This is an optimization exercise on Yosys and OpenROAD, whose aim is small area, a short achievable clock period and few clock cycles per item, not a production implementation. The RTL was checked by simulation tests, not by an equivalence proof against the original design. Power and IR drop assume default switching activity.

### flow/design.v
module dts_match (
    input  logic [31:0]  w,
    input  logic [3:0]   avail_ge,     
    input  logic [127:0] cfg_bytes,    
    input  logic [11:0]  leff,         
    output logic         match,
    output logic [1:0]   num,
    output logic [2:0]   len
);
    logic [3:0] m;
    always_comb begin
        for (int d = 0; d < 4; d++) begin
            m[d] = (leff[3*d +: 3] != 3'd0);
            for (int j = 0; j < 4; j++) begin
                if (leff[3*d +: 3] > 3'(j) &&
                    (!avail_ge[j] || w[8*j +: 8] != cfg_bytes[32*d + 8*j +: 8])) begin
                    m[d] = 1'b0;
                end
            end
        end
    end
    always_comb begin
        match = |m;
        num   = m[0] ? 2'd0 : m[1] ? 2'd1 : m[2] ? 2'd2 : 2'd3;
        len   = leff[3*num +: 3];
    end
endmodule
module delimiter_text_splitter_core (
    input  logic        aclk,
    input  logic        aresetn,
    input  logic        cfg_we,
    input  logic [2:0]  cfg_addr,
    input  logic [31:0] cfg_wdata,
    input  logic        s_tvalid,
    output logic        s_tready,
    input  logic [7:0]  s_tdata,    
    input  logic        s_tlast,
    output logic        m_tvalid,
    input  logic        m_tready,
    output logic [47:0] m_tdata,    
    output logic [3:0]  m_tuser,    
    output logic        m_tlast
);
    logic [127:0] cfg_bytes;
    logic [11:0]  cfg_lens;
    logic [2:0]   cfg_count;
    logic [11:0]  leff;
    logic [5:0]   cfg_en;
    logic [31:0]  cfg_d0, cfg_d1, cfg_d2, cfg_d3;
    logic [11:0]  cfg_d4;
    logic [2:0]   cfg_d5;
    always_comb begin
        for (int k = 0; k < 6; k++) begin
            cfg_en[k] = !aresetn || (cfg_we && cfg_addr == 3'(k));
        end
        cfg_d0 = aresetn ? cfg_wdata : 32'h0000_0A0A;
        cfg_d1 = aresetn ? cfg_wdata : 32'h0000_000A;
        cfg_d2 = aresetn ? cfg_wdata : 32'h0000_0009;
        cfg_d3 = aresetn ? cfg_wdata : 32'h0000_202E;
        cfg_d4 = aresetn ? cfg_wdata[11:0] : 12'o2112;
        cfg_d5 = aresetn ? cfg_wdata[2:0] : 3'd3;
    end
    always_ff @(posedge aclk) begin
        if (cfg_en[0]) cfg_bytes[31:0]   <= cfg_d0;
        if (cfg_en[1]) cfg_bytes[63:32]  <= cfg_d1;
        if (cfg_en[2]) cfg_bytes[95:64]  <= cfg_d2;
        if (cfg_en[3]) cfg_bytes[127:96] <= cfg_d3;
        if (cfg_en[4]) cfg_lens          <= cfg_d4;
        if (cfg_en[5]) cfg_count         <= cfg_d5;
    end
    always_comb begin
        for (int d = 0; d < 4; d++) begin
            logic [2:0] c;
            c = cfg_lens[3*d +: 3];
            if (c > 3'd4) c = 3'd4;
            if (cfg_count <= 3'(d)) c = 3'd0;
            leff[3*d +: 3] = c;
        end
    end
    logic        rdy_q;                  
    logic        in_v, in_l;
    logic [7:0]  in_d;
    logic [31:0] rb;                     
    logic [3:0]  rv, rl;                 
    logic        mr_match;               
    logic [1:0]  mr_num;
    logic [2:0]  mr_len;
    logic [1:0]  skip;
    logic [1:0]  hrun;                   
    logic        phase;                  
    logic [20:0] qr;
    logic        near;
    logic [2:0]  pr;
    logic        o_v;
    logic [19:0] o_off;
    logic [20:0] o_len;
    logic        o_hit, o_tl, o_fin;
    logic [1:0]  o_num;
    logic [19:0] nstart;                 
    logic [21:0] d0;                     
    function automatic logic [2:0] head_yield(input logic v0, input logic l0,
                                              input logic m, input logic [1:0] sk,
                                              input logic [1:0] hr, input logic ph);
        logic h;
        h = v0 && sk == 2'd0 && m && !ph;
        head_yield = {h, v0 && (h || l0), l0 && h && hr != 2'd3};
    endfunction
    logic        flush, shift, load, hit, produce, split, fin;
    logic [3:0]  avail_ge;
    logic        match;
    logic [1:0]  mnum;
    logic [2:0]  mlen;
    logic [2:0]  lx;
    logic        t_tl;
    logic [20:0] t_end;
    logic [21:0] len_raw;
    logic [20:0] t_len;
    assign flush = !in_v && (rv[3] ? rl[3] : rv[2] ? rl[2] : rv[1] ? rl[1] : rv[0] && rl[0]);
    assign {hit, produce, split} = head_yield(rv[0], rl[0], mr_match, skip, hrun, phase);
    assign fin   = rl[0] && !split;
    assign load  = (in_v || flush) && produce && !o_v;
    assign shift = (in_v || flush) && (!produce || !o_v) && !split;
    assign avail_ge = {!(rl[1] || rl[2] || rl[3]), !(rl[1] || rl[2]), !rl[1], 1'b1};
    dts_match u_match (
        .w         ({in_d, rb[31:8]}),
        .avail_ge  (avail_ge),
        .cfg_bytes (cfg_bytes),
        .leff      (leff),
        .match     (match),
        .num       (mnum),
        .len       (mlen)
    );
    always_comb begin
        logic [2:0] a4;                  
        logic [2:0] s3;
        logic [2:0] t3;
        a4      = rl[0] ? 3'd3 : rl[1] ? 3'd2 : rl[2] ? 3'd1 : 3'd0;
        t_tl    = near && (pr > a4);
        lx      = hit ? mr_len : 3'd1;
        s3      = {1'b0, d0[1:0]} + lx;
        len_raw = {s3[2] ? d0[21:2] + 20'd1 : d0[21:2], s3[1:0]};
        t_len   = len_raw[21] ? 21'd0 : len_raw[20:0];
        t3      = {1'b0, qr[1:0]} + lx;
        t_end   = {t3[2] ? qr[20:2] + 19'd1 : qr[20:2], t3[1:0]};
    end
    logic [3:0]  rv_nx, rl_nx;
    logic        mr_match_nx;
    logic [1:0]  skip_nx, hrun_nx;
    logic        phase_nx;
    logic [20:0] qr_nx;
    logic        near_nx;
    logic [2:0]  pr_nx;
    always_comb begin
        logic [2:0] a4n;
        logic [2:0] qlo;
        logic       adv;                 
        a4n         = '0;
        qlo         = '0;
        adv         = 1'b0;
        rv_nx       = rv;
        rl_nx       = rl;
        mr_match_nx = mr_match;
        skip_nx     = skip;
        hrun_nx     = hrun;
        phase_nx    = phase;
        qr_nx       = qr;
        near_nx     = near;
        pr_nx       = pr;
        if (load && split) begin
            phase_nx = 1'b1;
        end
        if (shift) begin
            rv_nx       = {in_v, rv[3:1]};
            rl_nx       = {in_v && in_l, rl[3:1]};
            mr_match_nx = match;
            phase_nx    = 1'b0;
            if (!rv[0]) begin
                skip_nx = '0;
            end else if (skip != 2'd0) begin
                skip_nx = skip - 2'd1;
            end else if (mr_match) begin
                skip_nx = 2'(mr_len - 3'd1);
            end
            if (!rv[0] || rl[0] || !hit) begin
                hrun_nx = '0;
            end else if (hrun != 2'd3) begin
                hrun_nx = hrun + 2'd1;
            end
            adv = rv[0] && !rl[0];
            a4n = rl[1] ? 3'd3 : rl[2] ? 3'd2 : rl[3] ? 3'd1 : 3'd0;
            if (adv) begin
                near_nx = near || qr == 21'h0FFFFB;
                pr_nx   = !near ? 3'd0 : (pr == 3'd4) ? 3'd4 : pr + 3'd1;
            end else begin
                near_nx = 1'b0;
                pr_nx   = 3'd0;
            end
            qlo = (pr_nx > a4n) ? a4n : pr_nx;
            if (near_nx) begin
                qr_nx = {19'h3FFFF, qlo[1:0]};
            end else if (adv) begin
                qr_nx = qr + 21'd1;
            end else begin
                qr_nx = '0;
            end
        end
        if (!aresetn) begin
            rv_nx    = '0;
            phase_nx = 1'b0;
        end
    end
    always_ff @(posedge aclk) begin
        rv    <= rv_nx;
        phase <= phase_nx;
    end
    always_ff @(posedge aclk) begin
        if (shift) begin
            rb       <= {in_d, rb[31:8]};
            mr_num   <= mnum;
            mr_len   <= mlen;
        end
        rl       <= rl_nx;
        mr_match <= mr_match_nx;
        skip     <= skip_nx;
        hrun     <= hrun_nx;
        qr       <= qr_nx;
        d0       <= {1'b0, qr_nx} - {2'b00, nstart};
        near     <= near_nx;
        pr       <= pr_nx;
    end
    logic in_v_nx, o_v_nx;
    logic [2:0] y_nx;
    assign in_v_nx = rdy_q ? s_tvalid : in_v;
    assign o_v_nx  = load || (o_v && !m_tready);
    assign y_nx    = head_yield(rv_nx[0], rl_nx[0], mr_match_nx, skip_nx, hrun_nx, phase_nx);
    always_ff @(posedge aclk) begin
        if (!aresetn) begin
            in_v  <= 1'b0;
            rdy_q <= 1'b1;
        end else begin
            in_v  <= in_v_nx;
            rdy_q <= !in_v_nx || ((!y_nx[1] || !o_v_nx) && !y_nx[0]);
        end
    end
    always_ff @(posedge aclk) begin
        if (rdy_q) begin
            in_d <= s_tdata;
            in_l <= s_tlast;
        end
    end
    always_ff @(posedge aclk) begin
        if (!aresetn) begin
            o_v    <= 1'b0;
            nstart <= '0;
        end else begin
            o_v <= o_v_nx;
            if (load) begin
                nstart <= fin ? 20'd0 : (t_end[20] ? 20'hFFFFF : t_end[19:0]);
            end
        end
    end
    always_ff @(posedge aclk) begin
        o_off <= ({20{load}} & nstart) | ({20{!load}} & o_off);
        o_len <= ({21{load}} & t_len) | ({21{!load}} & o_len);
        o_hit <= (load & hit) | (!load & o_hit);
        o_num <= ({2{load & hit}} & mr_num) | ({2{!load}} & o_num);
        o_tl  <= (load & t_tl) | (!load & o_tl);
        o_fin <= (load & fin) | (!load & o_fin);
    end
    assign s_tready = rdy_q;
    assign m_tvalid = o_v;
    assign m_tdata  = {7'd0, o_len, o_off};
    assign m_tuser  = {o_tl, o_num, o_hit};
    assign m_tlast  = o_fin;
endmodule
### flow/standard.sh
#!/bin/bash
# synth_recipe.tcl (not shown) runs the flow's synth.tcl, then flattens the netlist and writes it again
# the make line also repeats each setting of config.mk as NAME=value (left out here)
make -C /OpenROAD-flow-scripts/flow DESIGN_CONFIG=/design/flow/config.mk WORK_HOME=/design/flow/orfs CLKGATE_MAP_FILE= SYNTH_SCRIPT=/design/flow/synth_recipe.tcl "${@:-finish}"
### flow/constraint.sdc
create_clock -name core_clock -period 16.0 [get_ports {aclk}]
set_input_delay 3.2000 -clock core_clock [delete_from_list [all_inputs] [get_ports {aclk}]]
set_output_delay 3.2000 -clock core_clock [all_outputs]
set_load 0.01 [all_outputs]
### flow/config.mk
export PLATFORM = sky130hd
export DESIGN_NAME = delimiter_text_splitter_core
export DESIGN_NICKNAME = delimiter_text_splitter_core
export VERILOG_FILES = /design/flow/design.v
export SDC_FILE = /design/flow/constraint.sdc
export NUM_CORES = 4
export LEC_CHECK = 0
export CAP_MARGIN = 20
export CORE_MARGIN = 2
export CORE_UTILIZATION = 25
export CTS_CLUSTER_DIAMETER = 80
export CTS_CLUSTER_SIZE = 30
export SLEW_MARGIN = 20
### flow/flow/run.sh
#!/bin/bash
# The standard layout with buf_2 port buffers, and timing repair aimed at a
# setup slack well above zero so that the layout's paths get sized for speed.
set -euo pipefail
bash standard.sh BUFFER_PORTS_ARGS="-buffer_cell sky130_fd_sc_hd__buf_2" SETUP_SLACK_MARGIN=11.9 TNS_END_PERCENT=100 finish > standard_flow.log 2>&1
==> impl_results.rst, run 1 <==
.. list-table::
   :header-rows: 1

   * - Metric
     - Value
   * - Status
     - no timing/DRC/antenna violations
   * - Worst Hold Path EP
     - o_num[0]
   * - Grt total ovfl
     - 0
   * - Proportion of netlist area held by the largest area contributor
     - 0.487
   * - Share of cells above drive strength 1
     - 0.182
   * - Total CTS buffers
     - 15
   * - Share of cell area taken by muxes after synthesis
     - 0.00507
   * - Worst-case clock buffer depth
     - 3
   * - RSZ-0062 raised after global routing
     - true
   * - FP Rows
     - 87
   * - Commonest cells after routing, fill and taps aside
     - sky130_fd_sc_hd__edfxtp_1 (232), sky130_fd_sc_hd__xor2_1 (95), sky130_fd_sc_hd__buf_2 (91)
   * - Final worst path period share
     - 0.269
   * - Deepest level of the CTS H-tree
     - 1
   * - Synth-to-layout area growth
     - 17.8%
   * - Post-detailed-placement half-perimeter wirelength
     - ~23000 um
   * - Yosys Warn Count
     - 2
   * - Number of design-rule violations left by the first detailed-router iteration
     - between 700 and 800
   * - Worst-margin pin slew
     - 961 ps
   * - Final weighted congestion in routability-driven placement
     - 0.830
   * - Routed wire length
     - between 30000 and 40000 um
   * - Number of instances in the synthesized netlist
     - between 1000 and 1500
   * - Count of maximum capacitance violations
     - 0
   * - Chip Height
     - between 200 and 250 um
   * - Clock Sink Count
     - 311
   * - Number of primary I/O pins
     - around 100
   * - F_max
     - between 200 and 250 MHz
   * - Synthesized cell area
     - 14300 sq um
   * - Cell chosen for the clock root
     - sky130_fd_sc_hd__clkbuf_16
   * - Number of nets in the final layout
     - about 1400
   * - Number of hold buffers added after CTS
     - 0
   * - Number of design rule violations left after detail routing
     - 0
   * - Cell type group with the largest total delay on the critical path
     - flip-flops
   * - Most frequent standard cell in the layout excluding fill and tap cells
     - sky130_fd_sc_hd__edfxtp_1
   * - Synthesized-area fraction occupied by and/or/nand/nor cells
     - 0.127
   * - Port Buf Inserts
     - 96
   * - Final setup skew
     - approximately 19 ps
   * - Standard cell with the maximum stage delay on the critical path
     - sky130_fd_sc_hd__edfxtp_1
   * - Fraction of the mapped netlist area in compound gates
     - 0.0931
   * - Worst-Skew Late Latency
     - roughly 520 ps
   * - Placed Instances
     - 2033
   * - CTS tree
     - done
   * - Hold Crit Depth
     - 1
   * - Arithmetic-cell share of the synthesized area counting full adders, half adders and majority gates
     - 0.0322
   * - Final setup violating endpoints
     - 0
   * - R2r endpoint
     - d0[20]
   * - Arrival time at the worst endpoint
     - between 1000 and 1500 ps
   * - Biggest area contributors in the synthesized netlist
     - sky130_fd_sc_hd__edfxtp_1 (49%), sky130_fd_sc_hd__dfxtp_1 (11%), sky130_fd_sc_hd__xor2_1 (5.8%)
   * - Initial core utilization
     - 0.253
   * - Largest fanout on the critical path
     - 1
   * - Wire length of the first global-routing pass
     - about 51000 um
   * - Required time of the critical path
     - roughly 13000 ps
   * - Count of final hold-check violations
     - 0
   * - Wirelength per Cell
     - ~16 um
   * - Largest family of logic cells by synthesized area
     - simple AND/OR/NAND/NOR gates
   * - Sequential cell area fraction in the yosys report
     - 0.597
   * - Worst Path Class, Setup
     - flop to output pin
   * - Syn avg cell area
     - 11.9 sq um
   * - Count of buffering cells on the critical path with inverters included
     - 1
   * - Accumulated negative setup slack
     - 0 ps
   * - Largest net degree at the start of global routing
     - 59
   * - Post-synthesis sequential element count
     - 311
   * - GRT Overall Usage
     - 0.108
   * - Hold slack final
     - around 480 ps
   * - Worst slew margin relative to its limit
     - 0.356
   * - Number of non-filler instances in the completed layout
     - around 2100
   * - Largest area contributor in the netlist
     - sky130_fd_sc_hd__edfxtp_1
   * - First-pass iteration count of the detailed router
     - 5
   * - Clock-pin slew on the worst setup and hold paths
     - approximately 120 ps
   * - Die X
     - 243 um
   * - Total Die Area
     - slightly below 60000 sq um
   * - Highest cell delay on the worst timing path
     - around 420 ps
   * - RR Startpoint
     - rv[0]
   * - Number of enable flip-flop cells after synthesis
     - ~230
   * - Number of global-route vias before repair
     - slightly above 9000
   * - Number of nets with antenna violations after detailed routing
     - 0
   * - Power per unit of standard cell area
     - about 94 nW/um^2
   * - Number of unique standard cell types used by synthesis
     - 69
   * - Worst reg2reg setup slack
     - about 12000 ps
   * - Routed via count
     - ~9300
   * - Fraction of synthesized cell area in xor and xnor cells
     - 0.115
   * - Number of cells traversed by the worst register-to-register path
     - 23
   * - DR vias/cell
     - 4.45
   * - Final slew viol count
     - 0
   * - Leading register cell type out of synthesis
     - sky130_fd_sc_hd__edfxtp_1
   * - IR drop worst, VDD
     - ~0.067 mV
   * - Share of synthesized registers carrying an async set or reset
     - 0
   * - Min-Delay Path Class
     - flop to flop
   * - Nature of the critical path endpoint
     - output pin
   * - Hold Startpoint
     - mr_num[0]
   * - Cell-by-cell trace of the critical path
     - buf_2
   * - Min cycle time layout
     - roughly 4300 ps
   * - Number of diodes
     - 0
   * - Leakage
     - 5.97 nW
   * - Sort of element at the start of the critical path
     - flop
   * - Antenna violations before repair
     - 0
   * - Core Area
     - 56500 sq um
## synth_stat cells (7+ instances only)
master,n
sky130_fd_sc_hd__nor2b_1,9
sky130_fd_sc_hd__edfxtp_1,232
sky130_fd_sc_hd__or3_1,8
sky130_fd_sc_hd__and2_1,38
sky130_fd_sc_hd__nand3_1,22
sky130_fd_sc_hd__dfxtp_1,79
sky130_fd_sc_hd__clkbuf_1,29
sky130_fd_sc_hd__a21o_1,22
sky130_fd_sc_hd__nor2_1,91
sky130_fd_sc_hd__o21ai_0,56
sky130_fd_sc_hd__nand2_1,70
sky130_fd_sc_hd__ha_1,32
sky130_fd_sc_hd__inv_1,55
sky130_fd_sc_hd__xnor2_1,85
sky130_fd_sc_hd__nor3_1,32
sky130_fd_sc_hd__a22o_1,7
sky130_fd_sc_hd__a21oi_1,62
sky130_fd_sc_hd__nor4_1,22
sky130_fd_sc_hd__buf_4,10
sky130_fd_sc_hd__a31oi_1,13
sky130_fd_sc_hd__nand2b_1,15
sky130_fd_sc_hd__and3_1,7
sky130_fd_sc_hd__xor2_1,95
sky130_fd_sc_hd__nand4_1,22
## per-stage QoR
step | power, mW | worst slack [ps] | utilization | cell area (sq um)
global route | 1.64 | 11640 | 0.298 | 16900
floorplan | 1.08 | 11320 | - | 14500
CTS | 1.58 | 11640 | 0.293 | 16600
finish | 1.58 | 11700 | 0.298 | 16900
detailed placement | 1.13 | 10910 | 0.279 | 15800
global placement | 1.13 | 11010 | 0.279 | 15800
## logic make-up (layout without fill, tap and decap cells)
logic type               after synthesis  after routing
AO/OA/AOI/OAI                        212            212
XOR/XNOR                             183            183
adder cells (fa/ha/maj)               35             35
buffers and inverters                100            232
flip-flops                           311            311
multiplexers                           7              7
other                                  1              7
AND/OR/NAND/NOR                      356            356
## final cells by class
cell class | instances | area [sq um]
Inverter | 57 | 220
Multi-Input combinational cell | 800 | 5670
Fill cell | 5742 | 39600
Clock inverter | 6 | 67.6
Sequential cell | 311 | 8560
Timing Repair Buffer | 149 | 996
Tap cell | 756 | 946
Clock buffer | 20 | 394
## how the worst max path moves through the flow
stage,endpoint,cells after the start
2_1_floorplan,cfg_bytes[0],2
3_3_place_gp,nstart[19],6
3_5_place_dp,nstart[19],6
4_1_cts,m_tdata[21],1
5_1_grt,m_tdata[20],1
6_report,m_tdata[21],1
## routing by layer
metal | global-route usage | part of all wire | up-vias | wire length (um)
li1 | - | - | 4548 | -
met1 | 0.151 | 0.46 | 4506 | 15300
met5 | 0 | 0 | - | 0
met2 | 0.183 | 0.48 | 252 | 15900
met3 | 0.0146 | 0.049 | 31 | 1640
met4 | 0.0137 | 0.011 | 0 | 380
## power by group
part / switching (mW) / internal (mW)
Combinational: 0.0911 / 0.0745
Clock: 0.263 / 0.186
Sequential: 0.0423 / 0.924
Total: 0.396 / 1.18
## what timing repair did
| item | in CTS | in global routing |
|---|---|---|
| pin swaps | 13 | 26 |
| endpoints found under the setup margin | 110 | 58 |
| resized for setup | 46 | 38 |
| cloned | 0 | 1 |
| setup buffers | 22 | 17 |
| hold endpoints to repair | 0 | 0 |
Testbench counts, summed over its fixed seeds: cycles 169,958, bytes 166,651.
==> inputs of run 2 (changes only) <==
--- a/flow/config.mk
+++ b/flow/config.mk
@@ -9,5 +9,3 @@
 export CORE_MARGIN = 2
 export CORE_UTILIZATION = 25
-export CTS_CLUSTER_DIAMETER = 80
-export CTS_CLUSTER_SIZE = 30
 export SLEW_MARGIN = 20
==> run 2 against run 1 <==
  * Clock power is about 60% higher
  * Via count rose by 0.94%
  * Sequential cell count is the same
  * Final cell count rose by 1.2%
  * Count of clock-buffer cells in the layout is 26 higher
  * Synthesized cell count did not move
  * Register-to-register slack got worse by 50 ps
  * Still clean
  * Non-clock buffer count fell by 5
==> impl_results.rst, run 2 <==
.. list-table::
   :header-rows: 1

   * - Metric
     - Value
   * - Status
     - no timing/DRC/antenna violations
   * - Post-synthesis sequential element count
     - 311 (unchanged)
   * - Leading register cell type out of synthesis
     - sky130_fd_sc_hd__edfxtp_1
   * - Commonest cells after routing, fill and taps aside
     - sky130_fd_sc_hd__edfxtp_1 (232), sky130_fd_sc_hd__xor2_1 (95), sky130_fd_sc_hd__buf_2 (91)
   * - Worst-case clock buffer depth
     - 3 (unchanged)
   * - Final setup violating endpoints
     - 0 (unchanged)
   * - Core Area
     - 56500 sq um (unchanged)
   * - Largest fanout on the critical path
     - 2 (+1)
   * - Nature of the critical path endpoint
     - output pin
   * - Leakage
     - 6.20 nW (+3.8%)
   * - Wire length of the first global-routing pass
     - 52000 um (+1.7%)
   * - Cell chosen for the clock root
     - sky130_fd_sc_hd__clkbuf_16
   * - Yosys Warn Count
     - 2 (unchanged)
   * - F_max
     - 230 MHz (-1.3%)
   * - Number of hold buffers added after CTS
     - 0 (unchanged)
   * - Required time of the critical path
     - 12800 ps (about the same)
   * - Clock-pin slew on the worst setup and hold paths
     - 70 ps (-50 ps)
   * - Number of nets with antenna violations after detailed routing
     - 0 (unchanged)
   * - Accumulated negative setup slack
     - 0 ps (unchanged)
   * - Largest area contributor in the netlist
     - sky130_fd_sc_hd__edfxtp_1
   * - Most frequent standard cell in the layout excluding fill and tap cells
     - sky130_fd_sc_hd__edfxtp_1
   * - Final worst path period share
     - 0.272 (+0.00349)
   * - Share of cells above drive strength 1
     - 0.189 (+0.00764)
   * - First-pass iteration count of the detailed router
     - 5 (unchanged)
   * - Post-route cell area
     - 17300 sq um (+2.8%)
   * - IR drop worst, VDD
     - 0.0880 mV (+31%)
   * - DP Area
     - 15800 sq um (unchanged)
   * - GRT Overall Usage
     - 0.110 (+0.00219)
   * - Number of diodes
     - 0 (unchanged)
   * - Min cycle time layout
     - 4350 ps (+55.8 ps)
   * - Largest net degree at the start of global routing
     - 59 (unchanged)
   * - Synthesized cell area
     - 14300 sq um (unchanged)
   * - Share of synthesized registers carrying an async set or reset
     - 0 (unchanged)
   * - RSZ-0062 raised after global routing
     - true
   * - Deepest level of the CTS H-tree
     - 1 (unchanged)
   * - Number of global-route vias before repair
     - 9214 (+1.3%)
   * - Sort of element at the start of the critical path
     - flop
   * - Chip Height
     - 243 um (unchanged)
   * - Total Die Area
     - 59200 sq um (unchanged)
   * - Post-detailed-placement half-perimeter wirelength
     - 23500 um (unchanged)
   * - Wirelength per Cell
     - 15.8 um (about the same)
   * - Clock Sink Count
     - 311 (unchanged)
   * - Grt total ovfl
     - 0 (unchanged)
   * - Total CTS buffers
     - 30 (+15)
   * - Initial core utilization
     - 0.253 (unchanged)
   * - Final setup skew
     - 19.5 ps (+0.344 ps)
   * - Power per unit of standard cell area
     - 107 nW/um^2 (+14%)
   * - Min-Delay Path Class
     - flop to flop
   * - Antenna violations before repair
     - 0 (unchanged)
   * - Number of unique standard cell types used by synthesis
     - 69 (unchanged)
   * - Sequential cell area fraction in the yosys report
     - 0.597 (unchanged)
   * - Number of design-rule violations left by the first detailed-router iteration
     - 680 (-10%)
   * - Number of primary I/O pins
     - 104 (unchanged)
   * - Routed via count
     - 9425 (+0.94%)
   * - Routed wire length
     - 33600 um (+1.3%)
   * - Biggest area contributors in the synthesized netlist
     - sky130_fd_sc_hd__edfxtp_1 (49%), sky130_fd_sc_hd__dfxtp_1 (11%), sky130_fd_sc_hd__xor2_1 (5.8%)
   * - Final slew viol count
     - 0 (unchanged)
   * - Worst-Skew Late Latency
     - 590 ps (+70 ps)
   * - Synth-to-layout area growth
     - 21.1%
   * - Die X
     - 243 um (unchanged)
   * - Ranking of synthesized cells by instance count
     - sky130_fd_sc_hd__edfxtp_1 (232), sky130_fd_sc_hd__xor2_1 (95), sky130_fd_sc_hd__nor2_1 (91)
   * - Cell with the most instances after synthesis
     - sky130_fd_sc_hd__edfxtp_1
   * - Number of enable flip-flop cells after synthesis
     - 232 (unchanged)
   * - DR vias/cell
     - 4.44 (-0.25%)
   * - CTS tree
     - done
   * - Number of design rule violations left after detail routing
     - 0 (unchanged)
   * - Worst slew margin relative to its limit
     - 0.363 (+0.00687)
   * - Count of final hold-check violations
     - 0 (unchanged)
   * - Port Buf Inserts
     - 96 (unchanged)
   * - Number of instances in the synthesized netlist
     - 1205 (unchanged)
   * - Syn avg cell area
     - 11.9 sq um (unchanged)
   * - Worst Path Class, Setup
     - flop to output pin
   * - Hold slack final
     - 470 ps (-6.66 ps)
   * - Final weighted congestion in routability-driven placement
     - 0.830 (unchanged)
   * - Count of maximum capacitance violations
     - 0 (unchanged)
   * - FP Rows
     - 87 (unchanged)
   * - Number of nets in the final layout
     - 1428 (+0.71%)
   * - Worst-margin pin slew
     - 951 ps (-10.3 ps)
   * - Proportion of netlist area held by the largest area contributor
     - 0.487 (unchanged)
   * - Arrival time at the worst endpoint
     - 1150 ps (+50 ps)
-- run 2: area by class of cell --
cell class	instances	area, sq um
timing repair buffer	144	950
inverter	57	220
multi-input combinational	800	5660
sequential	311	8560
clock buffer	46	891
fill	5706	39200
tap	756	946
clock inverter	10	105
-- run 2: where the power goes --
| part | internal, mW | switching, mW | total, mW | leakage [nW] |
|---|---|---|---|---|
| registers | 0.925 | 0.0421 | 0.967 | 2.87 |
| clock network | 0.401 | 0.313 | 0.715 | 0.485 |
| logic | 0.0733 | 0.0907 | 0.164 | 2.84 |
| total | 1.40 | 0.446 | 1.85 | 6.20 |
-- run 2: worst paths after layout --
kind                            startpoint        to  slack (ps)  cells past startpoint
worst max-delay path                 rdy_q  s_tready       11650                      2
worst min-delay path             nstart[4]      flop         470                      0
worst max register to register       rv[0]    d0[19]       11840                     20
worst min register to register   nstart[4]      flop         470                      0
-- run 2: through the flow --
step / utilization / power, mW / worst slack [ps] / instances
final: 0.307 / 1.85 / 11650 / 2124
after global routing: 0.307 / 1.92 / 11590 / 2124
after global placement: 0.279 / 1.13 / 11010 / 2033
after detailed placement: 0.279 / 1.13 / 10910 / 2033
after CTS: 0.303 / 1.85 / 11590 / 2113
after floorplan: - / 1.08 / 11320 / 1211
-- run 2: cell families (layout without fill, tap and decap cells) --
family | count (synthesis) | after routing | share of synthesized area
AND/OR/NAND/NOR | 356 | 356 | 0.127
flip-flops | 311 | 311 | 0.597
AO/OA/AOI/OAI | 212 | 212 | 0.0931
XOR/XNOR | 183 | 183 | 0.115
buffers and inverters | 100 | 257 | 0.0296
adder cells (fa/ha/maj) | 35 | 35 | 0.0322
multiplexers | 7 | 7 | 0.00507
other | 1 | 7 | 0.000262
-- run 2: critical path: stages, from the launching register on --
cell	delay [ps]
sky130_fd_sc_hd__dfxtp_2	330
sky130_fd_sc_hd__buf_8	130
sky130_fd_sc_hd__buf_6	110
-- run 2: timing repair --
item / in CTS / in global routing
resized for setup: 46 / 31
gates cloned: 0 / 1
endpoints found under the hold margin: 0 / 0
endpoints found under the setup margin: 106 / 82
buffers inserted: 24 / 10
pin swaps: 13 / 24
-- run 2: per-layer routing --
metal	vias up	global-route usage	wire length (um)
li1	4583	-	-
met1	4480	0.153	15300
met2	319	0.182	15800
met3	43	0.0180	1970
met4	0	0.0197	519
met5	-	0	0
==> inputs of run 3 (changes only) <==
--- a/flow/config.mk
+++ b/flow/config.mk
@@ -9,3 +9,5 @@
 export CORE_MARGIN = 2
 export CORE_UTILIZATION = 25
+export CTS_CLUSTER_DIAMETER = 80
+export CTS_CLUSTER_SIZE = 24
 export SLEW_MARGIN = 20
==> run 3 against run 2 <==
  * Clock power fell by 35%
  * Largest power group unchanged
  * Design area decreased by 2.7%
  * Total power shrank 13%
==> impl_results.rst, run 3 <==
.. list-table::
   :header-rows: 1

   * - Metric
     - Value
   * - Nature of the critical path endpoint
     - output pin
   * - Final worst path period share
     - 0.269 (-0.00269)
   * - Clock-pin slew on the worst setup and hold paths
     - 90 ps (+20 ps)
   * - IR drop worst, VDD
     - 0.0754 mV (-14%)
   * - RSZ-0062 raised after global routing
     - true
   * - CTS tree
     - done
   * - Most frequent standard cell in the layout excluding fill and tap cells
     - sky130_fd_sc_hd__edfxtp_1
   * - Synth-to-layout area growth
     - 17.8%
   * - Number of diodes
     - 0 (unchanged)
   * - Worst slew margin relative to its limit
     - 0.363 (about the same)
   * - Synthesized cell area
     - 14300 sq um (unchanged)
   * - Sort of element at the start of the critical path
     - flop
   * - Initial core utilization
     - 0.253 (unchanged)
   * - Biggest area contributors in the synthesized netlist
     - sky130_fd_sc_hd__edfxtp_1 (49%), sky130_fd_sc_hd__dfxtp_1 (11%), sky130_fd_sc_hd__xor2_1 (5.8%)
   * - Number of global-route vias before repair
     - 9067 (-1.6%)
   * - Number of enable flip-flop cells after synthesis
     - 232 (unchanged)
   * - Number of non-filler instances in the completed layout
     - 2095 (-1.4%)
   * - Routed wire length
     - 33000 um (-1.9%)
   * - First-pass iteration count of the detailed router
     - 5 (unchanged)
   * - Clock Sink Count
     - 311 (unchanged)
   * - Accumulated negative setup slack
     - 0 ps (unchanged)
   * - Total Die Area
     - 59200 sq um (unchanged)
   * - Commonest cells after routing, fill and taps aside
     - sky130_fd_sc_hd__edfxtp_1 (232), sky130_fd_sc_hd__xor2_1 (95), sky130_fd_sc_hd__buf_2 (91)
   * - Cell with the most instances after synthesis
     - sky130_fd_sc_hd__edfxtp_1
   * - Count of final hold-check violations
     - 0 (unchanged)
   * - Highest cell delay on the worst timing path
     - 420 ps (+90 ps)
   * - Count of buffering cells on the critical path with inverters included
     - 1 (-1)
   * - Min-Delay Path Class
     - flop to flop
   * - Final setup violating endpoints
     - 0 (unchanged)
   * - Cell type group with the largest total delay on the critical path
     - flip-flops
   * - Largest fanout on the critical path
     - 1 (-1)
   * - Final setup skew
     - 18.2 ps (-1.38 ps)
   * - F_max
     - 232 MHz (+1.0%)
   * - Ranking of synthesized cells by instance count
     - sky130_fd_sc_hd__edfxtp_1 (232), sky130_fd_sc_hd__xor2_1 (95), sky130_fd_sc_hd__nor2_1 (91)
   * - Number of design-rule violations left by the first detailed-router iteration
     - 660 (-2.9%)
   * - GRT Overall Usage
     - 0.109 (-0.00174)
   * - Count of maximum capacitance violations
     - 0 (unchanged)
   * - Min cycle time layout
     - 4310 ps (-43.0 ps)
   * - Proportion of netlist area held by the largest area contributor
     - 0.487 (unchanged)
   * - Total CTS buffers
     - 17 (-43%)
   * - Final weighted congestion in routability-driven placement
     - 0.830 (unchanged)
   * - Worst Path Class, Setup
     - flop to output pin
   * - Worst-Skew Late Latency
     - 530 ps (-60 ps)
   * - Antenna violations before repair
     - 0 (unchanged)
   * - Port Buf Inserts
     - 96 (unchanged)
   * - Leading register cell type out of synthesis
     - sky130_fd_sc_hd__edfxtp_1
   * - Worst reg2reg setup slack
     - 11930 ps (+90 ps)
   * - Chip Height
     - 243 um (unchanged)
   * - Required time of the critical path
     - 12800 ps (about the same)
   * - Cell chosen for the clock root
     - sky130_fd_sc_hd__clkbuf_16
   * - Yosys Warn Count
     - 2 (unchanged)
   * - Number of unique standard cell types used by synthesis
     - 69 (unchanged)
   * - Grt total ovfl
     - 0 (unchanged)
   * - Number of instances in the synthesized netlist
     - 1205 (unchanged)
   * - Share of synthesized registers carrying an async set or reset
     - 0 (unchanged)
   * - Core Area
     - 56500 sq um (unchanged)
   * - Routed via count
     - 9328 (-1.0%)
   * - Share of cells above drive strength 1
     - 0.180 (-0.00934)
   * - Sequential cell area fraction in the yosys report
     - 0.597 (unchanged)
   * - Worst-case clock buffer depth
     - 3 (unchanged)
   * - Number of nets with antenna violations after detailed routing
     - 0 (unchanged)
   * - Wirelength per Cell
     - 15.7 um (-0.55%)
   * - Number of hold buffers added after CTS
     - 0 (unchanged)
   * - Deepest level of the CTS H-tree
     - 1 (unchanged)
   * - Power per unit of standard cell area
     - 94.7 nW/um^2 (-11%)
   * - Placed Instances
     - 2033 (unchanged)
   * - Die X
     - 243 um (unchanged)
   * - Final slew viol count
     - 0 (unchanged)
   * - Hold slack final
     - 476 ps (+5.72 ps)
   * - FP Rows
     - 87 (unchanged)
   * - Number of design rule violations left after detail routing
     - 0 (unchanged)
   * - Number of primary I/O pins
     - 104 (unchanged)
   * - Cell-by-cell trace of the critical path
     - buf_2
   * - Largest area contributor in the netlist
     - sky130_fd_sc_hd__edfxtp_1
   * - Wire length of the first global-routing pass
     - 51100 um (-1.8%)
   * - Post-synthesis sequential element count
     - 311 (unchanged)
   * - Number of nets in the final layout
     - 1416 (-0.84%)
   * - Status
     - no timing/DRC/antenna violations
   * - Largest net degree at the start of global routing
     - 59 (unchanged)
   * - Arrival time at the worst endpoint
     - 1110 ps (-40 ps)
   * - Standard cell with the maximum stage delay on the critical path
     - sky130_fd_sc_hd__edfxtp_1
   * - Worst-margin pin slew
     - 951 ps (-0.325 ps)
   * - Post-detailed-placement half-perimeter wirelength
     - 23500 um (unchanged)
   * - Leakage
     - 5.96 nW (-3.9%)
   * - Syn avg cell area
     - 11.9 sq um (unchanged)
   * - DR vias/cell
     - 4.45 (+0.34%)
[run 3: layout make-up]
class	count	area (sq um)
Clock buffer	21	440
Tap cell	756	946
Timing Repair Buffer	145	940
Multi-Input combinational cell	800	5710
Clock inverter	5	38.8
Inverter	57	220
Fill cell	5755	39600
Sequential cell	311	8560
[run 3: metrics by stage]
| stage | power (mW) | area, sq um | setup slack [ps] | utilization |
|---|---|---|---|---|
| final | 1.60 | 16900 | 11690 | 0.298 |
| after global routing | 1.66 | 16900 | 11640 | 0.298 |
| after CTS | 1.60 | 16600 | 11640 | 0.293 |
| after detailed placement | 1.13 | 15800 | 10910 | 0.279 |
| after global placement | 1.13 | 15800 | 11010 | 0.279 |
| after floorplan | 1.08 | 14500 | 11320 | - |
[run 3: worst paths after layout]
check                 start         end  cells past startpoint
setup / recovery       flop  m_tdata[2]                      1
hold / removal    mr_num[0]    o_num[0]                      1
setup reg to reg      rv[0]      d0[20]                     23
hold reg to reg   mr_num[0]    o_num[0]                      1
[run 3: kinds of logic (layout without fill, tap and decap cells)]
| logic type | count (synthesis) | count (layout) | share of synthesized area |
|---|---|---|---|
| fa+ha+maj | 35 | 35 | 0.0322 |
| mux | 7 | 7 | 0.00507 |
| flops | 311 | 311 | 0.597 |
| compound gates | 212 | 212 | 0.0931 |
| other cells | 1 | 7 | 0.000262 |
| simple gates | 356 | 356 | 0.127 |
| buf+inv | 100 | 228 | 0.0296 |
| xor+xnor | 183 | 183 | 0.115 |
[run 3: power by group]
| group | internal, mW | switching (mW) |
|---|---|---|
| logic | 0.0741 | 0.0909 |
| clock network | 0.201 | 0.265 |
| registers | 0.924 | 0.0421 |
| total | 1.20 | 0.398 |
[run 3: per-layer routing]
layer,vias to the layer above,wire [um],GRT usage
met1,4492,15100,0.151
met3,33,1690,0.0159
met5,-,0,0
met4,0,455,0.0184
li1,4541,-,-
met2,262,15800,0.182
[run 3: timing repair]
item / 4_1_cts / 5_1_grt
pin swaps: 13 / 26
resized for setup: 46 / 41
setup endpoints to repair: 108 / 58
buffers inserted: 22 / 14
==> inputs of run 4 (changes only) <==
--- a/flow/config.mk
+++ b/flow/config.mk
@@ -8,6 +8,7 @@
 export CAP_MARGIN = 20
 export CORE_MARGIN = 2
-export CORE_UTILIZATION = 25
+export CORE_UTILIZATION = 50
 export CTS_CLUSTER_DIAMETER = 80
 export CTS_CLUSTER_SIZE = 24
+export PLACE_DENSITY = 0.75
 export SLEW_MARGIN = 20
==> run 4 against run 3 <==
  * Non-clock buffer count down 10
  * Die area down 49%
  * Combinational power down 4%
  * Still clean on timing, DRC and antenna
  * Critical endpoint is now m_tuser[0]
==> impl_results.rst, run 4 <==
.. list-table::
   :header-rows: 1

   * - Metric
     - Value
   * - Status
     - no timing/DRC/antenna violations
   * - Most frequent standard cell in the layout excluding fill and tap cells
     - sky130_fd_sc_hd__edfxtp_1
   * - Core Area
     - 28000 sq um (-50%)
   * - Routed wire length
     - 29700 um (-9.9%)
   * - Wire length of the first global-routing pass
     - 47100 um (-7.8%)
   * - GRT Overall Usage
     - 0.195 (+0.0859)
   * - Biggest area contributors in the synthesized netlist
     - sky130_fd_sc_hd__edfxtp_1 (49%), sky130_fd_sc_hd__dfxtp_1 (11%), sky130_fd_sc_hd__xor2_1 (5.8%)
   * - Final slew viol count
     - 0 (unchanged)
   * - F_max
     - 231 MHz (-0.32%)
   * - Final weighted congestion in routability-driven placement
     - 0.903 (+8.8%)
   * - Number of hold buffers added after CTS
     - 0 (unchanged)
   * - Nature of the critical path endpoint
     - output pin
   * - Required time of the critical path
     - 12800 ps (about the same)
   * - Number of unique standard cell types used by synthesis
     - 69 (unchanged)
   * - Total CTS buffers
     - 16 (-1)
   * - Accumulated negative setup slack
     - 0 ps (unchanged)
   * - Cell type group with the largest total delay on the critical path
     - flip-flops
   * - First-pass iteration count of the detailed router
     - 5 (unchanged)
   * - Largest net degree at the start of global routing
     - 54 (-8.5%)
   * - Routed via count
     - 9387 (+0.63%)
   * - CTS tree
     - done
   * - IR drop worst, VDD
     - 0.0826 mV (+9.5%)
   * - Number of instances in the synthesized netlist
     - 1205 (unchanged)
   * - Wirelength per Cell
     - 17.4 um (+10%)
   * - Share of cells above drive strength 1
     - 0.171 (-0.00856)
   * - Post-detailed-placement half-perimeter wirelength
     - 20900 um (-11%)
   * - Arrival time at the worst endpoint
     - 1130 ps (+20 ps)
   * - Largest fanout on the critical path
     - 1 (unchanged)
   * - Leading register cell type out of synthesis
     - sky130_fd_sc_hd__edfxtp_1
   * - Yosys Warn Count
     - 2 (unchanged)
   * - Number of nets in the final layout
     - 1405 (-0.78%)
   * - Port Buf Inserts
     - 96 (unchanged)
   * - RSZ-0062 raised after global routing
     - true
   * - Min-Delay Path Class
     - flop to flop
   * - Worst slew margin relative to its limit
     - 0.353 (-0.0102)
   * - Total Die Area
     - 30000 sq um (-49%)
   * - DR vias/cell
     - 5.50 (+23%)
   * - Share of synthesized registers carrying an async set or reset
     - 0 (unchanged)
   * - Number of nets with antenna violations after detailed routing
     - 0 (unchanged)
   * - Synthesized cell area
     - 14300 sq um (unchanged)
   * - Worst-margin pin slew
     - 966 ps (+15.2 ps)
   * - Highest cell delay on the worst timing path
     - 450 ps (+30 ps)
   * - Count of maximum capacitance violations
     - 0 (unchanged)
   * - Final setup violating endpoints
     - 0 (unchanged)
   * - Cell with the most instances after synthesis
     - sky130_fd_sc_hd__edfxtp_1
   * - Clock-pin slew on the worst setup and hold paths
     - 100 ps (about the same)
   * - Die X
     - 173 um (-29%)
   * - Cell-by-cell trace of the critical path
     - buf_2
   * - Ranking of synthesized cells by instance count
     - sky130_fd_sc_hd__edfxtp_1 (232), sky130_fd_sc_hd__xor2_1 (95), sky130_fd_sc_hd__nor2_1 (91)
   * - Syn avg cell area
     - 11.9 sq um (unchanged)
   * - Cell chosen for the clock root
     - sky130_fd_sc_hd__clkbuf_16
   * - Power per unit of standard cell area
     - 96.2 nW/um^2 (+1.6%)
   * - Count of final hold-check violations
     - 0 (unchanged)
   * - Synth-to-layout area growth
     - 13.7%
   * - Initial core utilization
     - 0.511 (+0.258)
   * - Number of primary I/O pins
     - 104 (unchanged)
   * - Grt total ovfl
     - 0 (unchanged)
   * - Sequential cell area fraction in the yosys report
     - 0.597 (unchanged)
   * - Chip Height
     - 173 um (-29%)
   * - Deepest level of the CTS H-tree
     - 1 (unchanged)
   * - Standard cell with the maximum stage delay on the critical path
     - sky130_fd_sc_hd__edfxtp_1
   * - Number of enable flip-flop cells after synthesis
     - 232 (unchanged)
   * - Worst-case clock buffer depth
     - 3 (unchanged)
   * - Count of buffering cells on the critical path with inverters included
     - 1 (unchanged)
   * - Worst Path Class, Setup
     - flop to output pin
   * - Proportion of netlist area held by the largest area contributor
     - 0.487 (unchanged)
   * - Commonest cells after routing, fill and taps aside
     - sky130_fd_sc_hd__edfxtp_1 (232), sky130_fd_sc_hd__xor2_1 (95), sky130_fd_sc_hd__buf_2 (92)
   * - Min cycle time layout
     - 4330 ps (+13.9 ps)
   * - Final setup skew
     - 12.2 ps (-6.00 ps)
   * - Number of diodes
     - 0 (unchanged)
   * - FP Rows
     - 61 (-30%)
   * - Clock Sink Count
     - 311 (unchanged)
   * - Final worst path period share
     - 0.270 (+0.000869)
   * - Number of design rule violations left after detail routing
     - 0 (unchanged)
   * - Post-synthesis sequential element count
     - 311 (unchanged)
   * - Largest area contributor in the netlist
     - sky130_fd_sc_hd__edfxtp_1
   * - Number of global-route vias before repair
     - 9034 (-0.36%)
   * - Worst-Skew Late Latency
     - 510 ps (-20 ps)
   * - Leakage
     - 5.90 nW (-0.96%)
   * - Sort of element at the start of the critical path
     - flop
   * - Hold slack final
     - 468 ps (-7.75 ps)
   * - Number of design-rule violations left by the first detailed-router iteration
     - 582 (-12%)
   * - Antenna violations before repair
     - 0 (unchanged)
==> run 4: cell counts after synthesis <==
No cell type changed its count.
==> run 4: final cells by class <==
type,instances,area [sq um]
fill,2184,11700
clock buffer,27,463
inverter,57,220
tap,378,473
sequential,311,8560
timing repair buffer,135,846
multi-input combinational,800,5710
==> run 4: worst register-to-register path, delay by kind of cell, from the launching register on <==
| family | cells | cell delay, ps |
|---|---|---|
| AOI/OAI and AO/OA | 12 | 1890 |
| adders and majority gates | 3 | 870 |
| and+or+nand+nor | 4 | 580 |
| DFF | 1 | 370 |
| buffers and inverters | 3 | 300 |
| xor gates and xnor gates | 1 | 160 |
==> run 4: layer usage <==
layer	wire length, um	up-vias	track usage
li1	-	4528	-
met2	14500	287	0.337
met5	0	-	0
met4	828	0	0.0590
met1	12800	4520	0.256
met3	1590	52	0.0248
==> run 4: worst paths after layout <==
| check | from | endpoint | slack [ps] | cells past startpoint |
|---|---|---|---|---|
| max | flop | m_tuser[0] | 11670 | 1 |
| min | mr_num[1] | o_num[1] | 470 | 1 |
| max reg2reg | rv[0] | d0[20] | 11770 | 23 |
| min reg2reg | mr_num[1] | o_num[1] | 470 | 1 |
==> run 4: logic make-up (layout without fill, tap and decap cells) <==
| logic type | after synthesis | count (layout) | synth area share |
|---|---|---|---|
| compound gates | 212 | 212 | 0.0931 |
| xor+xnor | 183 | 183 | 0.115 |
| fa+ha+maj | 35 | 35 | 0.0322 |
| buf+inv | 100 | 219 | 0.0296 |
| flops | 311 | 311 | 0.597 |
| mux | 7 | 7 | 0.00507 |
| other cells | 1 | 7 | 0.000262 |
| simple gates | 356 | 356 | 0.127 |
==> run 4: report_power, final <==
| group | total [mW] | leakage [nW] | switching, mW | internal [mW] |
|---|---|---|---|---|
| Sequential | 0.967 | 2.87 | 0.0431 | 0.924 |
| Combinational | 0.159 | 2.81 | 0.0873 | 0.0713 |
| Clock | 0.440 | 0.221 | 0.240 | 0.200 |
| Total | 1.57 | 5.90 | 0.370 | 1.20 |
==> run 4: per-stage QoR <==
| step | power (mW) | std cells | util | area, sq um | setup WS [ps] |
|---|---|---|---|---|---|
| finish | 1.57 | 1708 | 0.581 | 16300 | 11670 |
| global route | 1.63 | 1708 | 0.581 | 16300 | 11600 |
| CTS | 1.57 | 1691 | 0.570 | 16000 | 11660 |
| detailed placement | 1.13 | 1652 | 0.545 | 15300 | 10950 |
| global placement | 1.12 | 1652 | 0.545 | 15300 | 11080 |
| floorplan | 1.08 | 1211 | - | 14500 | 11320 |
==> run 4: repair_timing <==
item / CTS / global route
buffers inserted: 12 / 17
resized for setup: 37 / 43
pin swaps: 13 / 31
endpoints found under the setup margin: 138 / 59
==> inputs of run 5 (changes only) <==
--- a/flow/config.mk
+++ b/flow/config.mk
@@ -8,7 +8,6 @@
 export CAP_MARGIN = 20
 export CORE_MARGIN = 2
-export CORE_UTILIZATION = 50
+export CORE_UTILIZATION = 65
 export CTS_CLUSTER_DIAMETER = 80
 export CTS_CLUSTER_SIZE = 24
-export PLACE_DENSITY = 0.75
 export SLEW_MARGIN = 20
==> run 5 against run 4 <==
  * Highest routed layer unchanged
  * Count of clock-buffer cells in the layout is the same
  * Final cell count shrank 6.0%
  * Via count shrank 0.38%
  * Utilization grew 16 points
  * Sequential power is essentially flat
  * Clock power grew 5.0%
  * Worst setup slack gained 58 ps
  * Die area shrank 23%
  * Critical path depth is the same
  * Clock skew grew 14 ps
==> impl_results.rst, run 5 <==
.. list-table::
   :header-rows: 1

   * - Metric
     - Value
   * - RSZ-0062 raised after global routing
     - true
   * - RR Startpoint
     - pr[0]
   * - Worst reg2reg setup slack
     - 11870 ps (+100 ps)
   * - Final slew viol count
     - 0 (unchanged)
   * - Required time of the critical path
     - 12800 ps (about the same)
   * - Number of global-route vias before repair
     - 9355 (+3.6%)
   * - Cell with the most instances after synthesis
     - sky130_fd_sc_hd__edfxtp_1
   * - Wire length of the first global-routing pass
     - 47800 um (+1.5%)
   * - Proportion of netlist area held by the largest area contributor
     - 0.487 (unchanged)
   * - Number of design rule violations left after detail routing
     - 0 (unchanged)
   * - Chip Height
     - 152 um (-12%)
   * - Total CTS buffers
     - 17 (+1)
   * - Final setup violating endpoints
     - 0 (unchanged)
   * - Nature of the critical path endpoint
     - output pin
   * - Yosys Warn Count
     - 2 (unchanged)
   * - Number of diodes
     - 0 (unchanged)
   * - F_max
     - 234 MHz (+1.4%)
   * - Placed Instances
     - 1551 (-6.1%)
   * - Core utilization of the finished layout
     - 0.744 (+0.163)
   * - Number of enable flip-flop cells after synthesis
     - 232 (unchanged)
   * - Largest area contributor in the netlist
     - sky130_fd_sc_hd__edfxtp_1
   * - Post-synthesis sequential element count
     - 311 (unchanged)
   * - Sort of element at the start of the critical path
     - flop
   * - Largest fanout on the critical path
     - 1 (unchanged)
   * - Cell type group with the largest total delay on the critical path
     - flip-flops
   * - Standard cell with the maximum stage delay on the critical path
     - sky130_fd_sc_hd__edfxtp_1
   * - Synth-to-layout area growth
     - 12.7%
   * - Number of nets in the final layout
     - 1399 (-0.43%)
   * - Worst-margin pin slew
     - 1040 ps (+73.4 ps)
   * - Status
     - no timing/DRC/antenna violations
   * - Number of hold buffers added after CTS
     - 0 (unchanged)
   * - Worst-Skew Late Latency
     - 510 ps (about the same)
   * - Min cycle time layout
     - 4270 ps (-57.8 ps)
   * - Cell-by-cell trace of the critical path
     - buf_2
   * - Number of unique standard cell types used by synthesis
     - 69 (unchanged)
   * - Hold Startpoint
     - nstart[19]
   * - Routed wire length
     - 30300 um (+2.0%)
   * - Port Buf Inserts
     - 96 (unchanged)
   * - Number of instances in the synthesized netlist
     - 1205 (unchanged)
   * - Final weighted congestion in routability-driven placement
     - 0.919 (+1.8%)
   * - Total Die Area
     - 23200 sq um (-23%)
   * - Cell chosen for the clock root
     - sky130_fd_sc_hd__clkbuf_16
   * - Routed via count
     - 9351 (-0.38%)
   * - Share of synthesized registers carrying an async set or reset
     - 0 (unchanged)
   * - Core Area
     - 21700 sq um (-23%)
   * - CTS tree
     - done
   * - Count of maximum capacitance violations
     - 0 (unchanged)
   * - Arrival time at the worst endpoint
     - 1070 ps (-60 ps)
   * - Worst slew margin relative to its limit
     - 0.304 (-0.0491)
   * - Final-layout fill cell count
     - 1475 (-32%)
   * - Count of final hold-check violations
     - 0 (unchanged)
   * - Leading register cell type out of synthesis
     - sky130_fd_sc_hd__edfxtp_1
   * - Grt total ovfl
     - 0 (unchanged)
   * - Leakage
     - 5.87 nW (-0.53%)
   * - Clock Sink Count
     - 311 (unchanged)
   * - DR vias/cell
     - 5.82 (+5.9%)
   * - Worst Path Class, Setup
     - flop to output pin
   * - Worst-case clock buffer depth
     - 3 (unchanged)
   * - FP Rows
     - 54 (-11%)
   * - Count of buffering cells on the critical path with inverters included
     - 1 (unchanged)
   * - Wirelength per Cell
     - 18.9 um (+8.5%)
   * - Post-detailed-placement half-perimeter wirelength
     - 21400 um (+2.2%)
   * - Antenna violations before repair
     - 0 (unchanged)
   * - Number of design-rule violations left by the first detailed-router iteration
     - 737 (+27%)
   * - Sequential cell area fraction in the yosys report
     - 0.597 (unchanged)
   * - Ranking of synthesized cells by instance count
     - sky130_fd_sc_hd__edfxtp_1 (232), sky130_fd_sc_hd__xor2_1 (95), sky130_fd_sc_hd__nor2_1 (91)
   * - Die X
     - 152 um (-12%)
   * - GRT Overall Usage
     - 0.258 (+0.0633)
   * - Final worst path period share
     - 0.267 (-0.00361)
   * - First-pass iteration count of the detailed router
     - 5 (unchanged)
   * - Highest cell delay on the worst timing path
     - 410 ps (-40 ps)
   * - Accumulated negative setup slack
     - 0 ps (unchanged)
   * - Initial core utilization
     - 0.660 (+0.149)
   * - Clock-pin slew on the worst setup and hold paths
     - 90 ps (about the same)
   * - Number of nets with antenna violations after detailed routing
     - 0 (unchanged)
   * - Final setup skew
     - 26.1 ps (+13.9 ps)
   * - Most frequent standard cell in the layout excluding fill and tap cells
     - sky130_fd_sc_hd__edfxtp_1
   * - Number of non-filler instances in the completed layout
     - 1606 (-6.0%)
   * - Number of primary I/O pins
     - 104 (unchanged)
   * - Deepest level of the CTS H-tree
     - 1 (unchanged)
   * - Commonest cells after routing, fill and taps aside
     - sky130_fd_sc_hd__edfxtp_1 (232), sky130_fd_sc_hd__xor2_1 (95), sky130_fd_sc_hd__buf_2 (91)
   * - Largest net degree at the start of global routing
     - 54 (unchanged)
   * - Syn avg cell area
     - 11.9 sq um (unchanged)
   * - Biggest area contributors in the synthesized netlist
     - sky130_fd_sc_hd__edfxtp_1 (49%), sky130_fd_sc_hd__dfxtp_1 (11%), sky130_fd_sc_hd__xor2_1 (5.8%)
   * - Share of cells above drive strength 1
     - 0.168 (-0.00325)
   * - Synthesized cell area
     - 14300 sq um (unchanged)
   * - Power per unit of standard cell area
     - 98.5 nW/um^2 (+2.4%)
   * - Min-Delay Path Class
     - flop to flop
   * - IR drop worst, VDD
     - 0.117 mV (+41%)
run 5: final cells by class:
class | count | area (sq um) | share of cell area
Clock inverter | 3 | 33.8 | 0.00209
Sequential cell | 311 | 8570 | 0.531
Timing Repair Buffer | 128 | 783 | 0.0486
Multi-Input combinational cell | 800 | 5700 | 0.353
Clock buffer | 27 | 473 | 0.0293
Inverter | 57 | 219 | 0.0136
Tap cell | 280 | 350 | 0.0217
run 5: kinds of logic (layout without fill, tap and decap cells):
family	after synthesis	count (layout)	synth area share
buffers and inverters	100	215	0.0296
AO/OA/AOI/OAI	212	212	0.0931
adder cells (fa/ha/maj)	35	35	0.0322
XOR/XNOR	183	183	0.115
other	1	7	0.000262
multiplexers	7	7	0.00507
AND/OR/NAND/NOR	356	356	0.127
flip-flops	311	311	0.597
run 5: stage by stage:
stage | setup slack (ps) | hold slack [ps] | power, mW | cell area, sq um
after detailed placement | 10350 | 462 | 1.13 | 15100
final | 11730 | 479 | 1.59 | 16100
after CTS | 11720 | 482 | 1.59 | 15900
after floorplan | 11320 | 429 | 1.08 | 14500
after global placement | 10490 | 448 | 1.12 | 15100
after global routing | 11690 | 501 | 1.65 | 16100
run 5: power by group:
part | switching [mW] | internal, mW | total (mW) | leakage [nW]
sequential | 0.0423 | 0.924 | 0.967 | 2.87
combinational | 0.0882 | 0.0712 | 0.159 | 2.75
clock | 0.252 | 0.210 | 0.462 | 0.246
run 5: path summary, 6_finish.rpt:
check             cells after the start          to
hold / removal                        0        flop
setup / recovery                      1  m_tuser[0]
hold reg to reg                       0        flop
setup reg to reg                     20      d0[20]
run 5: metal layers:
layer | GRT usage | wire length (um)
met1 | 0.313 | 12000
met2 | 0.470 | 15900
met3 | 0.0290 | 1290
met4 | 0.105 | 1130
met5 | 0 | 0
run 5: timing repair:
item | 4_1_cts | 5_1_grt
gates resized for setup | 42 | 33
cloned | 0 | 0
endpoints found under the hold margin | 0 | 0
setup endpoints to repair | 228 | 83
pin swaps | 11 | 25
setup buffers | 15 | 10
==> inputs of run 6 (changes only) <==
--- a/flow/config.mk
+++ b/flow/config.mk
@@ -8,6 +8,6 @@
 export CAP_MARGIN = 20
 export CORE_MARGIN = 2
-export CORE_UTILIZATION = 65
+export CORE_UTILIZATION = 60
 export CTS_CLUSTER_DIAMETER = 80
-export CTS_CLUSTER_SIZE = 24
+export CTS_CLUSTER_SIZE = 28
 export SLEW_MARGIN = 20
==> run 6 against run 5 <==
  * Still clean on timing, DRC and antenna
  * Non-clock buffer count rose by 4
  * First-iteration DRC count is 9.1% lower
  * Sequential cell count unchanged
  * Fmax hardly changed
  * Clock skew shrank 12 ps
  * Combinational power about the same
  * Total power up 0.33%
==> impl_results.rst, run 6 <==
.. list-table::
   :header-rows: 1

   * - Metric
     - Value
   * - Overall power of the completed layout
     - 1.59 mW (+0.33%)
   * - Wirelength per Cell
     - 18.2 um (-3.4%)
   * - Final worst path period share
     - 0.267 (about the same)
   * - Biggest area contributors in the synthesized netlist
     - sky130_fd_sc_hd__edfxtp_1 (49%), sky130_fd_sc_hd__dfxtp_1 (11%), sky130_fd_sc_hd__xor2_1 (5.8%)
   * - Port Buf Inserts
     - 96 (unchanged)
   * - Number of enable flip-flop cells after synthesis
     - 232 (unchanged)
   * - Total CTS buffers
     - 16 (-1)
   * - Multi-input combinational cell area
     - 5650 sq um (-0.81%)
   * - F_max
     - 234 MHz (about the same)
   * - Worst slew margin relative to its limit
     - 0.319 (+0.0152)
   * - Cell-by-cell trace of the critical path
     - buf_2
   * - Final setup skew
     - 14.2 ps (-11.9 ps)
   * - Sort of element at the start of the critical path
     - flop
   * - Yosys Warn Count
     - 2 (unchanged)
   * - Number of instances in the synthesized netlist
     - 1205 (unchanged)
   * - Routed wire length
     - 30000 um (-0.95%)
   * - Wire length of the first global-routing pass
     - 46500 um (-2.7%)
   * - IR drop worst, VDD
     - 0.113 mV (-3.3%)
   * - Syn avg cell area
     - 11.9 sq um (unchanged)
   * - Synthesized cell area
     - 14300 sq um (unchanged)
   * - Status
     - no timing/DRC/antenna violations
   * - Antenna violations before repair
     - 0 (unchanged)
   * - Final slew viol count
     - 0 (unchanged)
   * - Commonest cells after routing, fill and taps aside
     - sky130_fd_sc_hd__edfxtp_1 (232), sky130_fd_sc_hd__xor2_1 (95), sky130_fd_sc_hd__buf_2 (91)
   * - Highest cell delay on the worst timing path
     - 410 ps (about the same)
   * - Largest area contributor in the netlist
     - sky130_fd_sc_hd__edfxtp_1
   * - Hold slack final
     - 472 ps (-7.16 ps)
   * - Required time of the critical path
     - 12800 ps (about the same)
   * - Deepest level of the CTS H-tree
     - 1 (unchanged)
   * - Worst-Skew Late Latency
     - 520 ps (about the same)
   * - Count of final hold-check violations
     - 0 (unchanged)
   * - Initial core utilization
     - 0.610 (-0.0501)
   * - Most frequent standard cell in the layout excluding fill and tap cells
     - sky130_fd_sc_hd__edfxtp_1
   * - DP Area
     - 15200 sq um (+0.46%)
   * - Power per unit of standard cell area
     - 98.3 nW/um^2 (-0.18%)
   * - First-pass iteration count of the detailed router
     - 5 (unchanged)
   * - Nature of the critical path endpoint
     - output pin
   * - Number of primary I/O pins
     - 104 (unchanged)
   * - Post-route cell area
     - 16200 sq um (+0.51%)
   * - Count of buffering cells on the critical path with inverters included
     - 1 (unchanged)
   * - Number of unique standard cell types used by synthesis
     - 69 (unchanged)
   * - Number of design rule violations left after detail routing
     - 0 (unchanged)
   * - Number of nets in the final layout
     - 1402 (+0.21%)
   * - Clock Sink Count
     - 311 (unchanged)
   * - Chip Height
     - 158 um (+4.0%)
   * - Worst Path Class, Setup
     - flop to output pin
   * - Clock-pin slew on the worst setup and hold paths
     - 100 ps (about the same)
   * - Total Die Area
     - 25100 sq um (+8.1%)
   * - Share of synthesized registers carrying an async set or reset
     - 0 (unchanged)
   * - Post-detailed-placement half-perimeter wirelength
     - 21600 um (+0.99%)
   * - Number of diodes
     - 0 (unchanged)
   * - CTS tree
     - done
   * - Number of nets with antenna violations after detailed routing
     - 0 (unchanged)
   * - Synth-to-layout area growth
     - 13.3%
   * - Number of non-filler instances in the completed layout
     - 1647 (+2.6%)
   * - Leading register cell type out of synthesis
     - sky130_fd_sc_hd__edfxtp_1
   * - Min cycle time layout
     - 4270 ps (+3.90 ps)
   * - Core Area
     - 23500 sq um (+8.2%)
   * - GRT Overall Usage
     - 0.242 (-0.0155)
   * - Standard cell with the maximum stage delay on the critical path
     - sky130_fd_sc_hd__edfxtp_1
   * - RSZ-0062 raised after global routing
     - true
   * - FP Rows
     - 56 (+3.7%)
   * - Die X
     - 158 um (+4.0%)
   * - Worst-margin pin slew
     - 1020 ps (-22.6 ps)
   * - Proportion of netlist area held by the largest area contributor
     - 0.487 (unchanged)
   * - Count of maximum capacitance violations
     - 0 (unchanged)
   * - Final setup violating endpoints
     - 0 (unchanged)
   * - Ranking of synthesized cells by instance count
     - sky130_fd_sc_hd__edfxtp_1 (232), sky130_fd_sc_hd__xor2_1 (95), sky130_fd_sc_hd__nor2_1 (91)
   * - Routed via count
     - 9242 (-1.2%)
   * - Largest fanout on the critical path
     - 1 (unchanged)
   * - Final-layout fill cell count
     - 1756 (+19%)
   * - Number of global-route vias before repair
     - 8708 (-6.9%)
   * - Min-Delay Path Class
     - flop to flop
   * - Arrival time at the worst endpoint
     - 1070 ps (about the same)
   * - Leakage
     - 5.89 nW (+0.46%)
   * - Largest net degree at the start of global routing
     - 54 (unchanged)
   * - Cell type group with the largest total delay on the critical path
     - flip-flops
   * - Number of design-rule violations left by the first detailed-router iteration
     - 670 (-9.1%)
   * - Final weighted congestion in routability-driven placement
     - 0.890 (-3.2%)
   * - Cell with the most instances after synthesis
     - sky130_fd_sc_hd__edfxtp_1
   * - Worst-case clock buffer depth
     - 3 (unchanged)
   * - Share of cells above drive strength 1
     - 0.172 (+0.00351)
   * - FF+latch area
     - 8570 sq um (about the same)
   * - DR vias/cell
     - 5.61 (-3.6%)
   * - Post-synthesis sequential element count
     - 311 (unchanged)
   * - Grt total ovfl
     - 0 (unchanged)
   * - Placed Instances
     - 1590 (+2.5%)
   * - Cell chosen for the clock root
     - sky130_fd_sc_hd__clkbuf_16
   * - Sequential cell area fraction in the yosys report
     - 0.597 (unchanged)
   * - Accumulated negative setup slack
     - 0 ps (unchanged)
==> run 6: cell counts after synthesis <==
No cell type changed its count.
==> run 6: area by class of cell <==
type,count,area share
Sequential cell,311,0.528
Inverter,57,0.0136
Tap cell,319,0.0246
Clock buffer,22,0.0280
Multi-Input combinational cell,800,0.349
Clock inverter,6,0.00401
Timing Repair Buffer,132,0.0525
==> run 6: metrics by stage <==
| step | setup WS (ps) | utilization |
|---|---|---|
| 2_1_floorplan | 11320 | - |
| 3_3_place_gp | 10460 | 0.646 |
| 3_5_place_dp | 10390 | 0.647 |
| 4_1_cts | 11700 | 0.681 |
| 5_1_grt | 11690 | 0.691 |
| 6_report | 11730 | 0.691 |
==> run 6: path summary, 6_finish.rpt <==
kind,start,to,slack (ps),cells after the start
worst max-delay path,flop,m_tuser[0],11730,1
worst min-delay path,nstart[16],flop,470,0
worst max register to register,rv[0],d0[20],11970,22
worst min register to register,nstart[16],flop,470,0
==> run 6: layer usage <==
layer	up-vias	share of wire	GRT usage
li1	4531	-	-
met1	4406	0.41	0.305
met2	239	0.51	0.430
met3	66	0.041	0.0291
met4	0	0.040	0.0944
met5	-	0	0
==> run 6: logic make-up after synthesis <==
logic type | count (synthesis) | share of synthesized area
other | 1 | 0.000262
buffers and inverters | 100 | 0.0296
DFF | 311 | 0.597
and+or+nand+nor | 356 | 0.127
AOI/OAI and AO/OA | 212 | 0.0931
muxes | 7 | 0.00507
xor gates and xnor gates | 183 | 0.115
adders and majority gates | 35 | 0.0322
==> run 6: what timing repair did <==
| action | CTS | global route |
|---|---|---|
| pin swaps | 13 | 19 |
| cloned | 0 | 1 |
| setup endpoints to repair | 210 | 60 |
| hold buffers | 0 | 0 |
| resized for setup | 40 | 33 |
| buffers inserted | 16 | 12 |
==> run 6: report_power, final <==
part,switching [mW],internal [mW],leakage (nW)
clock network,0.260,0.210,0.256
logic,0.0863,0.0712,2.77
registers,0.0415,0.924,2.87

-- port drivers added, routing unchanged --
How much do the figures lean on ideal ports? The routed layouts below were timed once more, with nothing changed but the port constraints. Step 1 (the two cells are an assumption about what drives the block):
set clk [get_ports {aclk}]
set_driving_cell -lib_cell sky130_fd_sc_hd__clkbuf_16 $clk
set_driving_cell -lib_cell sky130_fd_sc_hd__buf_2 [delete_from_list [all_inputs] $clk]
Step 2 also shifts input and output timing later by t, the mid clock arrival at the registers, as if the neighbouring blocks saw the same clock. Three values: no drivers, after step 1, after step 2; two values: the first two.
run	t, ns	setup WS [ns]	slew at the worst register clock pin (ns)	worst slew at a driven data input, ns
run 1	0.560	11.701 / 11.653 / 11.473	0.12 / 0.12	0.04
run 2	0.627	11.646 / 11.595 / 11.354	0.07 / 0.07	0.05
run 3	0.576	11.689 / 11.637 / 11.480	0.10 / 0.10	0.05
run 4	0.550	11.675 / 11.626 / 11.434	0.10 / 0.10	0.03
run 5	0.544	11.733 / 11.686 / 11.447	0.10 / 0.10	0.05
run 6	0.553	11.729 / 11.682 / 11.429	0.10 / 0.10	0.05
After both steps setup and hold are still met in every run listed. For run 6, which loses most, drivers alone change the setup slack by -0.047 ns; drivers and shift together by -0.300 ns.
